Source: an optimization exercise on an open RTL-to-GDS flow (aim: small area). Production flows keep margins and buffers that such runs may drop. The RTL was checked by simulation tests, not by an equivalence proof against the original design.

==> design.v <==
module pst_brain_core #(
  parameter logic [7:0] THRESHOLD    = 8'd200,
  parameter logic [7:0] PHASE_TOL    = 8'd20,
  parameter logic [7:0] ETA_LTP      = 8'd4,
  parameter logic [7:0] ETA_LTD      = 8'd2,
  parameter logic [2:0] W_SHIFT      = 3'd3,
  parameter logic [7:0] DECAY_PERIOD = 8'd2,
  parameter logic [7:0] ERR_WIN      = 8'd3,
  parameter logic [7:0] ERR_THR      = 8'd5,
  parameter logic [7:0] SLOT_A_INIT  = 8'd0,
  parameter logic [7:0] SLOT_B_INIT  = 8'd213
) (
  input  logic       clk,
  input  logic       rst,
  input  logic [7:0] cur0,
  input  logic [7:0] cur1,
  input  logic [7:0] cur2,
  input  logic [7:0] cur3,
  output logic [7:0] phase0,
  output logic [7:0] phase1,
  output logic [7:0] phase2,
  output logic [7:0] phase3,
  output logic [2:0] winner,
  output logic [7:0] winner_score,
  output logic [7:0] winner_rel,
  output logic [7:0] w_ab,
  output logic [7:0] w_ac,
  output logic [7:0] w_ad,
  output logic [7:0] w_bc,
  output logic [7:0] w_bd,
  output logic [7:0] w_cd,
  output logic [7:0] seq_slot_A,
  output logic [7:0] seq_slot_B,
  output logic       seq_force_valid,
  output logic [7:0] seq_force_pred,
  output logic [7:0] pred_out,
  output logic [7:0] pred_err,
  output logic       reward_out,
  output logic [2:0] gamma_cnt,
  output logic [2:0] theta_cnt,
  output logic       theta_tick,
  output logic       episode_last,
  output logic [2:0] ep_winner,
  output logic [3:0] ep_strength,
  output logic       ep_valid,
  output logic       exploit_mode,
  output logic       explore_mode,
  output logic [1:0] confidence_level,
  output logic       err_explore,
  output logic       delta_tick,
  output logic [2:0] topic_winner,
  output logic [2:0] topic_strength,
  output logic       topic_valid
);
  localparam logic [7:0] PERIOD = (DECAY_PERIOD == 8'd0) ? 8'd1 : DECAY_PERIOD;
  logic [7:0]  r_cnt;
  logic [15:0] r_acc    [4];
  logic [3:0]  r_spiked;
  logic [7:0]  r_ph_cur [4];
  logic [7:0]  r_phase  [4];
  logic [7:0]  r_w      [6];
  logic [2:0]  r_winner;
  logic [7:0]  r_win_score, r_win_rel, r_slot_a, r_slot_b, r_pred, r_pred_err;
  logic        r_reward, r_err_explore;
  logic [1:0]  r_rew_run, r_force_left, r_conf;
  logic [7:0]  r_err_run, r_dcnt;
  logic [2:0]  r_gamma_cnt, r_theta_cnt;
  logic [3:0]  r_win_cnt [6];
  logic [2:0]  r_ep_cnt  [6];
  logic        r_theta_tick, r_delta_tick, r_ep_valid, r_topic_valid;
  logic [2:0]  r_ep_winner, r_topic_winner, r_topic_strength;
  logic [3:0]  r_ep_strength;
  logic [7:0]  w_cur [4];
  logic [15:0] w_acc_sum [4];
  logic [3:0]  w_spiked_eff, w_fire;
  logic [7:0]  w_ph_fin [4];
  logic        w_gamma_end, w_explore;
  assign w_cur[0]    = cur0;
  assign w_cur[1]    = cur1;
  assign w_cur[2]    = cur2;
  assign w_cur[3]    = cur3;
  assign w_gamma_end = (r_cnt == 8'd255);
  assign w_explore   = (r_conf <= 2'd1) | r_err_explore;
  always_comb begin
    for (int c = 0; c < 4; c++) begin
      w_spiked_eff[c] = (r_cnt != 8'd0) && r_spiked[c];
      w_acc_sum[c]    = ((r_cnt == 8'd0) ? 16'd0 : r_acc[c]) + {8'd0, w_cur[c]};
      w_fire[c]       = !w_spiked_eff[c] && (w_acc_sum[c] >= {8'd0, THRESHOLD});
      if (w_spiked_eff[c])  w_ph_fin[c] = r_ph_cur[c];
      else if (w_fire[c])   w_ph_fin[c] = r_cnt;
      else                  w_ph_fin[c] = 8'd255;
    end
  end
  function automatic logic [1:0] pair_a(input int p);
    case (p)
      0, 1, 2: pair_a = 2'd0;
      3, 4:    pair_a = 2'd1;
      default: pair_a = 2'd2;
    endcase
  endfunction
  function automatic logic [1:0] pair_b(input int p);
    case (p)
      0:       pair_b = 2'd1;
      1, 3:    pair_b = 2'd2;
      default: pair_b = 2'd3;
    endcase
  endfunction
  logic [7:0] w_rel [6];
  logic [7:0] w_score [6];
  logic [5:0] w_coh;
  logic [7:0] v_a, v_b, v_diff;
  logic [2:0] v_bias;
  logic [9:0] v_sum;
  logic       v_valid;
  always_comb begin
    v_a = '0; v_b = '0; v_diff = '0; v_bias = '0; v_sum = '0; v_valid = 1'b0;
    w_coh = '0;
    for (int p = 0; p < 6; p++) begin
      v_a      = w_ph_fin[pair_a(p)];
      v_b      = w_ph_fin[pair_b(p)];
      v_diff   = (v_a > v_b) ? (v_a - v_b) : (v_b - v_a);
      v_valid  = (v_a != 8'd255) && (v_b != 8'd255);
      w_rel[p] = v_valid ? (8'd255 - v_diff) : 8'd0;
      w_coh[p] = v_valid && (v_diff <= PHASE_TOL);
      v_bias   = ((!w_explore && r_ep_valid && r_ep_winner == 3'(p)) ? 3'd4 : 3'd0) +
                 ((!w_explore && r_topic_valid && r_topic_winner == 3'(p)) ? 3'd2 : 3'd0);
      v_sum    = 10'(w_rel[p] >> 1) + 10'(r_w[p] >> W_SHIFT) + 10'(v_bias);
      w_score[p] = (v_sum > 10'd255) ? 8'd255 : v_sum[7:0];
    end
  end
  logic [2:0] w_winner;
  logic [7:0] w_best, w_best_rel;
  always_comb begin
    w_winner   = 3'd0;
    w_best     = w_score[0];
    w_best_rel = w_rel[0];
    for (int p = 1; p < 6; p++) begin
      if (w_score[p] > w_best) begin
        w_winner   = 3'(p);
        w_best     = w_score[p];
        w_best_rel = w_rel[p];
      end
    end
  end
  logic [7:0] w_pred, w_err, w_err_run;
  logic       w_reward, w_hi_err, w_decay_now;
  logic [1:0] w_rew_run;
  always_comb begin
    if (r_winner == 3'd0)      w_pred = r_slot_a;
    else if (r_winner == 3'd5) w_pred = r_slot_b;
    else                       w_pred = r_win_score;
    w_err       = (w_best > w_pred) ? (w_best - w_pred) : (w_pred - w_best);
    w_reward    = (w_err < ERR_THR);
    w_hi_err    = (w_err > ERR_THR);
    w_rew_run   = !w_reward ? 2'd0 : ((r_rew_run == 2'd2) ? 2'd2 : r_rew_run + 2'd1);
    w_err_run   = !w_hi_err ? 8'd0 : ((r_err_run == 8'd255) ? 8'd255 : r_err_run + 8'd1);
    w_decay_now = (r_dcnt >= PERIOD - 8'd1);
  end
  logic [7:0] w_w_next [6];
  logic [8:0] v_inc;
  always_comb begin
    v_inc = '0;
    for (int p = 0; p < 6; p++) begin
      w_w_next[p] = r_w[p];
      v_inc       = {1'b0, r_w[p]} + {1'b0, ETA_LTP};
      if (w_winner == 3'(p)) begin
        if (w_coh[p]) w_w_next[p] = (v_inc > 9'd240) ? 8'd240 : v_inc[7:0];
      end else if (w_decay_now) begin
        w_w_next[p] = (r_w[p] > ETA_LTD) ? (r_w[p] - ETA_LTD) : 8'd0;
      end
    end
  end
  logic [3:0] w_win_cnt_new [6];
  logic [2:0] w_ep_cnt_new  [6];
  logic [2:0] w_ep_win, w_topic_win, w_topic_str;
  logic [3:0] w_ep_str;
  logic [1:0] w_conf_new;
  always_comb begin
    for (int p = 0; p < 6; p++)
      w_win_cnt_new[p] = r_win_cnt[p] + ((w_winner == 3'(p)) ? 4'd1 : 4'd0);
    w_ep_win = 3'd0;
    w_ep_str = w_win_cnt_new[0];
    for (int p = 1; p < 6; p++)
      if (w_win_cnt_new[p] > w_ep_str) begin
        w_ep_win = 3'(p);
        w_ep_str = w_win_cnt_new[p];
      end
    for (int p = 0; p < 6; p++)
      w_ep_cnt_new[p] = r_ep_cnt[p] + ((w_ep_win == 3'(p)) ? 3'd1 : 3'd0);
    w_topic_win = 3'd0;
    w_topic_str = w_ep_cnt_new[0];
    for (int p = 1; p < 6; p++)
      if (w_ep_cnt_new[p] > w_topic_str) begin
        w_topic_win = 3'(p);
        w_topic_str = w_ep_cnt_new[p];
      end
    w_conf_new = r_conf;
    if (w_ep_str >= 4'd7)      w_conf_new = (r_conf == 2'd3) ? 2'd3 : r_conf + 2'd1;
    else if (w_ep_str <= 4'd5) w_conf_new = (r_conf == 2'd0) ? 2'd0 : r_conf - 2'd1;
  end
  always_ff @(posedge clk or posedge rst) begin
    if (rst) begin
      r_cnt <= '0; r_spiked <= '0;
      for (int c = 0; c < 4; c++) begin
        r_acc[c] <= '0; r_ph_cur[c] <= '0; r_phase[c] <= 8'd255;
      end
      for (int p = 0; p < 6; p++) begin
        r_w[p] <= 8'd128; r_win_cnt[p] <= '0; r_ep_cnt[p] <= '0;
      end
      r_winner <= '0; r_win_score <= '0; r_win_rel <= '0;
      r_slot_a <= SLOT_A_INIT; r_slot_b <= SLOT_B_INIT;
      r_pred <= '0; r_pred_err <= '0; r_reward <= 1'b0;
      r_rew_run <= '0; r_force_left <= '0; r_err_run <= '0; r_err_explore <= 1'b0;
      r_dcnt <= '0; r_gamma_cnt <= '0; r_theta_cnt <= '0; r_conf <= 2'd2;
      r_theta_tick <= 1'b0; r_delta_tick <= 1'b0; r_ep_valid <= 1'b0; r_topic_valid <= 1'b0;
      r_ep_winner <= '0; r_ep_strength <= '0; r_topic_winner <= '0; r_topic_strength <= '0;
    end else begin
      r_cnt        <= r_cnt + 8'd1;
      r_theta_tick <= 1'b0;
      r_delta_tick <= 1'b0;
      for (int c = 0; c < 4; c++) begin
        r_acc[c]    <= w_acc_sum[c];
        r_spiked[c] <= w_spiked_eff[c] | w_fire[c];
        if (w_fire[c]) r_ph_cur[c] <= r_cnt;
      end
      if (w_gamma_end) begin
        for (int c = 0; c < 4; c++) r_phase[c] <= w_ph_fin[c];
        for (int p = 0; p < 6; p++) r_w[p] <= w_w_next[p];
        r_winner    <= w_winner;
        r_win_score <= w_best;
        r_win_rel   <= w_best_rel;
        r_slot_a    <= w_score[0];
        r_slot_b    <= w_score[5];
        r_pred      <= w_pred;
        r_pred_err  <= w_err;
        r_reward    <= w_reward;
        r_rew_run   <= w_rew_run;
        if (w_rew_run == 2'd2)         r_force_left <= 2'd2;
        else if (r_force_left != 2'd0) r_force_left <= r_force_left - 2'd1;
        r_err_run <= w_err_run;
        if (w_reward)                    r_err_explore <= 1'b0;
        else if (w_err_run >= ERR_WIN)   r_err_explore <= 1'b1;
        r_dcnt      <= w_decay_now ? 8'd0 : r_dcnt + 8'd1;
        r_gamma_cnt <= r_gamma_cnt + 3'd1;
        if (r_gamma_cnt == 3'd7) begin
          for (int p = 0; p < 6; p++) r_win_cnt[p] <= '0;
          r_ep_winner   <= w_ep_win;
          r_ep_strength <= w_ep_str;
          r_ep_valid    <= 1'b1;
          r_conf        <= w_conf_new;
          r_theta_tick  <= 1'b1;
          if (r_theta_cnt == 3'd4) begin
            r_theta_cnt <= '0;
            for (int p = 0; p < 6; p++) r_ep_cnt[p] <= '0;
            r_topic_winner   <= w_topic_win;
            r_topic_strength <= w_topic_str;
            r_topic_valid    <= 1'b1;
            r_delta_tick     <= 1'b1;
          end else begin
            r_theta_cnt <= r_theta_cnt + 3'd1;
            for (int p = 0; p < 6; p++) r_ep_cnt[p] <= w_ep_cnt_new[p];
          end
        end else begin
          for (int p = 0; p < 6; p++) r_win_cnt[p] <= w_win_cnt_new[p];
        end
      end
    end
  end
  assign phase0 = r_phase[0];
  assign phase1 = r_phase[1];
  assign phase2 = r_phase[2];
  assign phase3 = r_phase[3];
  assign winner = r_winner;
  assign winner_score = r_win_score;
  assign winner_rel   = r_win_rel;
  assign w_ab = r_w[0];
  assign w_ac = r_w[1];
  assign w_ad = r_w[2];
  assign w_bc = r_w[3];
  assign w_bd = r_w[4];
  assign w_cd = r_w[5];
  assign seq_slot_A      = r_slot_a;
  assign seq_slot_B      = r_slot_b;
  assign seq_force_valid = (r_force_left != 2'd0);
  assign seq_force_pred  = seq_force_valid ? r_pred : 8'd0;
  assign pred_out        = r_pred;
  assign pred_err        = r_pred_err;
  assign reward_out      = r_reward;
  assign gamma_cnt       = r_gamma_cnt;
  assign theta_cnt       = r_theta_cnt;
  assign theta_tick      = r_theta_tick;
  assign episode_last    = (r_gamma_cnt == 3'd7);
  assign ep_winner       = r_ep_winner;
  assign ep_strength     = r_ep_strength;
  assign ep_valid        = r_ep_valid;
  assign exploit_mode    = (r_conf == 2'd3);
  assign explore_mode    = w_explore;
  assign confidence_level = r_conf;
  assign err_explore     = r_err_explore;
  assign delta_tick      = r_delta_tick;
  assign topic_winner    = r_topic_winner;
  assign topic_strength  = r_topic_strength;
  assign topic_valid     = r_topic_valid;
endmodule
==> run.sh <==
#!/bin/bash
# synth_recipe.tcl (not shown) runs the flow's synth.tcl, then flattens the netlist and writes it again
# the make line also repeats each setting of config.mk as NAME=value (left out here)
make -C /OpenROAD-flow-scripts/flow DESIGN_CONFIG=/design/flow/config.mk WORK_HOME=/design/flow/orfs CLKGATE_MAP_FILE= SYNTH_SCRIPT=/design/flow/synth_recipe.tcl finish
==> config.mk <==
export PLATFORM = sky130hd
export DESIGN_NAME = pst_brain_core
export DESIGN_NICKNAME = pst_brain_core
export VERILOG_FILES = /design/flow/design.v
export SDC_FILE = /design/flow/constraint.sdc
export NUM_CORES = 4
export LEC_CHECK = 0
export CAP_MARGIN = 20
export CORE_MARGIN = 2
export CORE_UTILIZATION = 40
export SLEW_MARGIN = 20
==> constraint.sdc <==
create_clock -name core_clock -period 50.0 [get_ports {clk}]
set_input_delay 10.0000 -clock core_clock [delete_from_list [all_inputs] [get_ports {clk}]]
set_output_delay 10.0000 -clock core_clock [all_outputs]
set_load 0.01 [all_outputs]
==> summary.md <==
| Metric | Value |
|---|---|
| Post-DP HPWL | just under 70 mm |
| Port bufs | about 200 |
| Iteration-0 DRC Markers | 2285 |
| Wire per inst | just under 20 um |
| First-pass GRT wire length | between 100 and 150 mm |
| Min Hold Slack | between 0.4 and 0.5 ns |
| Synth-to-layout area growth | 14.8% |
| Largest net degree at the start of global routing | ~110 |
| Leading area contributor after synthesis | dfrtp_1 |
| R2R setup slack | about 15 ns |
| Post_cts resized | 0 |
| Largest fanout on the critical path | 27 |
| Worst R2R End | r_topic_winner[1] |
| Crit path time final | between 40 and 50 ns |
| CP endpoint kind | flip-flop |
| CP Class | primary input to flip-flop |
| Critical R2R Launch | r_cnt[1] |
| Gate Count Post-Synth | 3431 |
| Util after Layout | 46.2% |
| Initial antenna violation count | 1 |
| All-Layer GR Usage | a little under a quarter |
| CTS Root Cell | clkbuf_16 |
| Ant diodes | 0 |
| Via density | approximately 5.7 |
| Die W | ~270 um |
| NumNets Final | about 3900 |
| Hold WC Path Type | flip-flop to flip-flop |
| Clk buf depth | 3 |
| Max stage delay cell, worst path | o31ai_1 |
| Final Slew Violations | 0 |
| Mean Syn Cell Area | 8.33 sq um |
| Final Hold Violating Endpoints | 0 |
| Total of warnings raised by yosys | 15 |
| H-Tree Level Count | 2 |
| Post-CTS Setup Bufs | 0 |
| Initial Util | 40.2% |
| Die Ht | around 270 um |
| Critical path startpoint category | primary input |
| Drt first pass iters | 6 |
| Period utilization | a little over four fifths |
| Yosys reg bits | 322 |
| Fmax | around 24 MHz |
| Hold_buf cts | 0 |
| WHS Endpoint | r_slot_b[2] |
| Register area share after synthesis | between 20% and 30% |
| FF-to-FF path depth | 160 |
| Total gr overflow | 0 |
| Clk slew on worst S/H paths | approximately 0.060 ns |
| Via count | about 26000 |
| Sum of negative setup slack | 0 ns |
| Top post-synthesis cells by area | dfrtp_1, ha_1, o21ai_0, nand2_1, dfstp_2 |
| Setup crit start | cur1[4] |
| Worst skew pair latency | around 0.57 ns |
| Ys flop type | dfrtp_1 |
| Row cnt | 98 |
| Max Cap Viol | 0 |
| Sink Count | 322 |
| CP Data Arrival Time | 42.82 ns |
| Clock skew | between 0.02 and 0.025 ns |
| Cell area after synthesis | between 20000 and 30000 sq um |
| Ports | around 200 |
| Post-DRT Antenna Nets | 0 |
| Rel. slew slack | 29.6% |
| Post-synth EDFFs | 0 |
| Share of cells above drive strength 1 | under 10% |
| Remaining DRCs | 0 |
| RSZ-0062 raised after global routing | false |
| Cell variety after synth | 105 |
| CP peak stage delay | between 0.7 and 0.8 ns |
| Final WL | 89.6 mm |
| Worst-Margin Slew | between 1 and 1.5 ns |
| Outcome | complete, no violations |
| Worst EP required | 50.48 ns |
| Yosys top cell area share | between 20% and 30% |
| TritonCTS clock tree | yes |
| Final Wtd Congestion | 0.969 |
| Hold Path Stages | 2 |
| Die Area | 73600 sq um |
| CTS buffer count | 41 |
| HP Start | r_slot_b[2] |
| # setup viols final | 0 |
| Core area | slightly above 70000 sq um |
| Number of global-route vias before repair | 25000 |
| Async SR Flop Fraction | 100% |
==> kinds of logic (layout without fill, tap and decap cells) <==
logic type	after synthesis	count (layout)	share of synthesized area (%)
buffers and inverters	389	548	5.25
other	1	6	0.0131
AND/OR/NAND/NOR	1098	1098	18.4
AO/OA/AOI/OAI	1004	1004	22.9
flip-flops	322	322	28.4
XOR/XNOR	155	155	4.75
multiplexers	114	114	4.28
adder cells (fa/ha/maj)	348	348	16.0
==> through the flow <==
stage / area (sq um) / worst slack [ns] / cells
after floorplan: 28600 / 10.0 / 3436
after global placement: 31500 / 7.88 / 4473
after detailed placement: 31500 / 7.25 / 4473
after CTS: 32800 / 7.78 / 4545
after global routing: 32800 / 4.51 / 4545
final: 32800 / 7.67 / 4545
==> worst max-delay path: cells and delay by family <==
kind            cells  cell delay, ns
compound gates     72           13.85
xor+xnor            2            0.57
buf+inv            16            2.54
fa+ha+maj          23            6.57
mux                11            3.61
simple gates       31            5.60
==> sequential cells by signal, indices dropped and copies added, names as in the netlist, 4 cells and up <==
| name | flops |
|---|---|
| r_cnt | 8 |
| r_acc | 64 |
| r_slot_a | 8 |
| r_pred_err | 8 |
| r_ep_cnt | 18 |
| r_w | 42 |
| r_ep_strength | 4 |
| r_dcnt | 8 |
| r_spiked | 4 |
| r_ph_cur | 32 |
| r_phase | 32 |
| r_err_run | 8 |
| r_slot_b | 8 |
| r_win_rel | 8 |
| r_win_score | 8 |
| r_pred | 8 |
| r_win_cnt | 24 |
==> Yosys cell counts (all sizes together), types with 19 or more instances <==
library cell	n
xnor2	96
o211ai	23
xor2	59
nor4	22
buf	25
a211oi	26
o221ai	21
o21ai	298
o31ai	55
nor2b	53
and3	35
nand4	31
mux2	59
ha	312
or2	21
and2	65
fa	30
a31oi	39
o21a	26
nand2	351
dfstp	44
a21o	53
nand3	102
a221oi	20
inv	237
o22ai	40
a21oi	223
nand2b	38
nor2	265
nor3	52
mux2i	55
or3	19
clkbuf	124
dfrtp	278
==> metal layers <==
metal | vias to the layer above | routed length, um | part of all wire, % | track usage, %
met5 | - | 13 | 0.015 | 0
met4 | 2 | 2260 | 2.5 | 6.26
met3 | 115 | 4990 | 5.6 | 3.13
met2 | 732 | 38600 | 43 | 36.9
met1 | 12400 | 43700 | 49 | 35.3
li1 | 12600 | - | - | -
==> placed cells by master (no fill, tap or decap), types with 35 or more instances in the layout <==
cell,Yosys,final
a21o_1,53,53
a21oi_1,222,222
a31oi_1,36,36
and2_1,63,62
and3_1,35,35
buf_4,7,38
clkbuf_16,0,42
clkdlybuf4s50_1,0,197
dfrtp_1,278,278
dfstp_2,44,44
ha_1,312,312
inv_1,235,234
mux2_2,57,57
mux2i_1,55,55
nand2_1,351,350
nand2b_1,37,37
nand3_1,102,102
nor2_1,264,264
nor2b_1,53,53
nor3_1,50,50
o21ai_0,283,282
o22ai_1,39,39
o31ai_1,54,54
xnor2_1,96,96
xor2_1,59,59
==> area by class of cell <==
cell class	count	area [sq um]
Inverter	240	908
Tap cell	950	1190
Sequential cell	322	8110
Clock buffer	59	1210
Multi-Input combinational cell	2725	19000
Timing Repair Buffer	236	2280
Fill cell	7074	38300
Clock inverter	13	110
==> worst max path at each step <==
stage	to	slack, ns
floorplan	r_topic_winner[1]	10.0
global placement	r_topic_winner[1]	7.88
detailed placement	r_topic_winner[1]	7.25
CTS	r_topic_winner[1]	7.78
global route	r_topic_winner[1]	4.51
finish	r_topic_winner[1]	7.67

## static timing again, ports no longer ideal
In the flow no input, the clock included, has a driving cell. The finished layout below was timed again as built, in two steps. Step 1 (the two cells are an assumption about what drives the block):
set clk [get_ports {clk}]
set_driving_cell -lib_cell sky130_fd_sc_hd__clkbuf_16 $clk
set_driving_cell -lib_cell sky130_fd_sc_hd__buf_2 [delete_from_list [all_inputs] $clk]
Step 2 times the ports against the registers' clock, not the clock port: input delays grow and output delays shrink by t, the midpoint of the rising clock arrivals with the driver on. a / b / c = no drivers / after step 1 / after step 2; a / b = the first two.
shift t [ns]: 0.629
setup WS [ns]: 7.669 / 7.712 / 7.083
worst hold slack (ns): 0.471 / 0.471 / 0.471
cell pins on the clock port's net: 1
After both steps this run still meets setup and hold. The setup slack of this run moves by +0.043 ns with the drivers and by -0.586 ns with both steps.
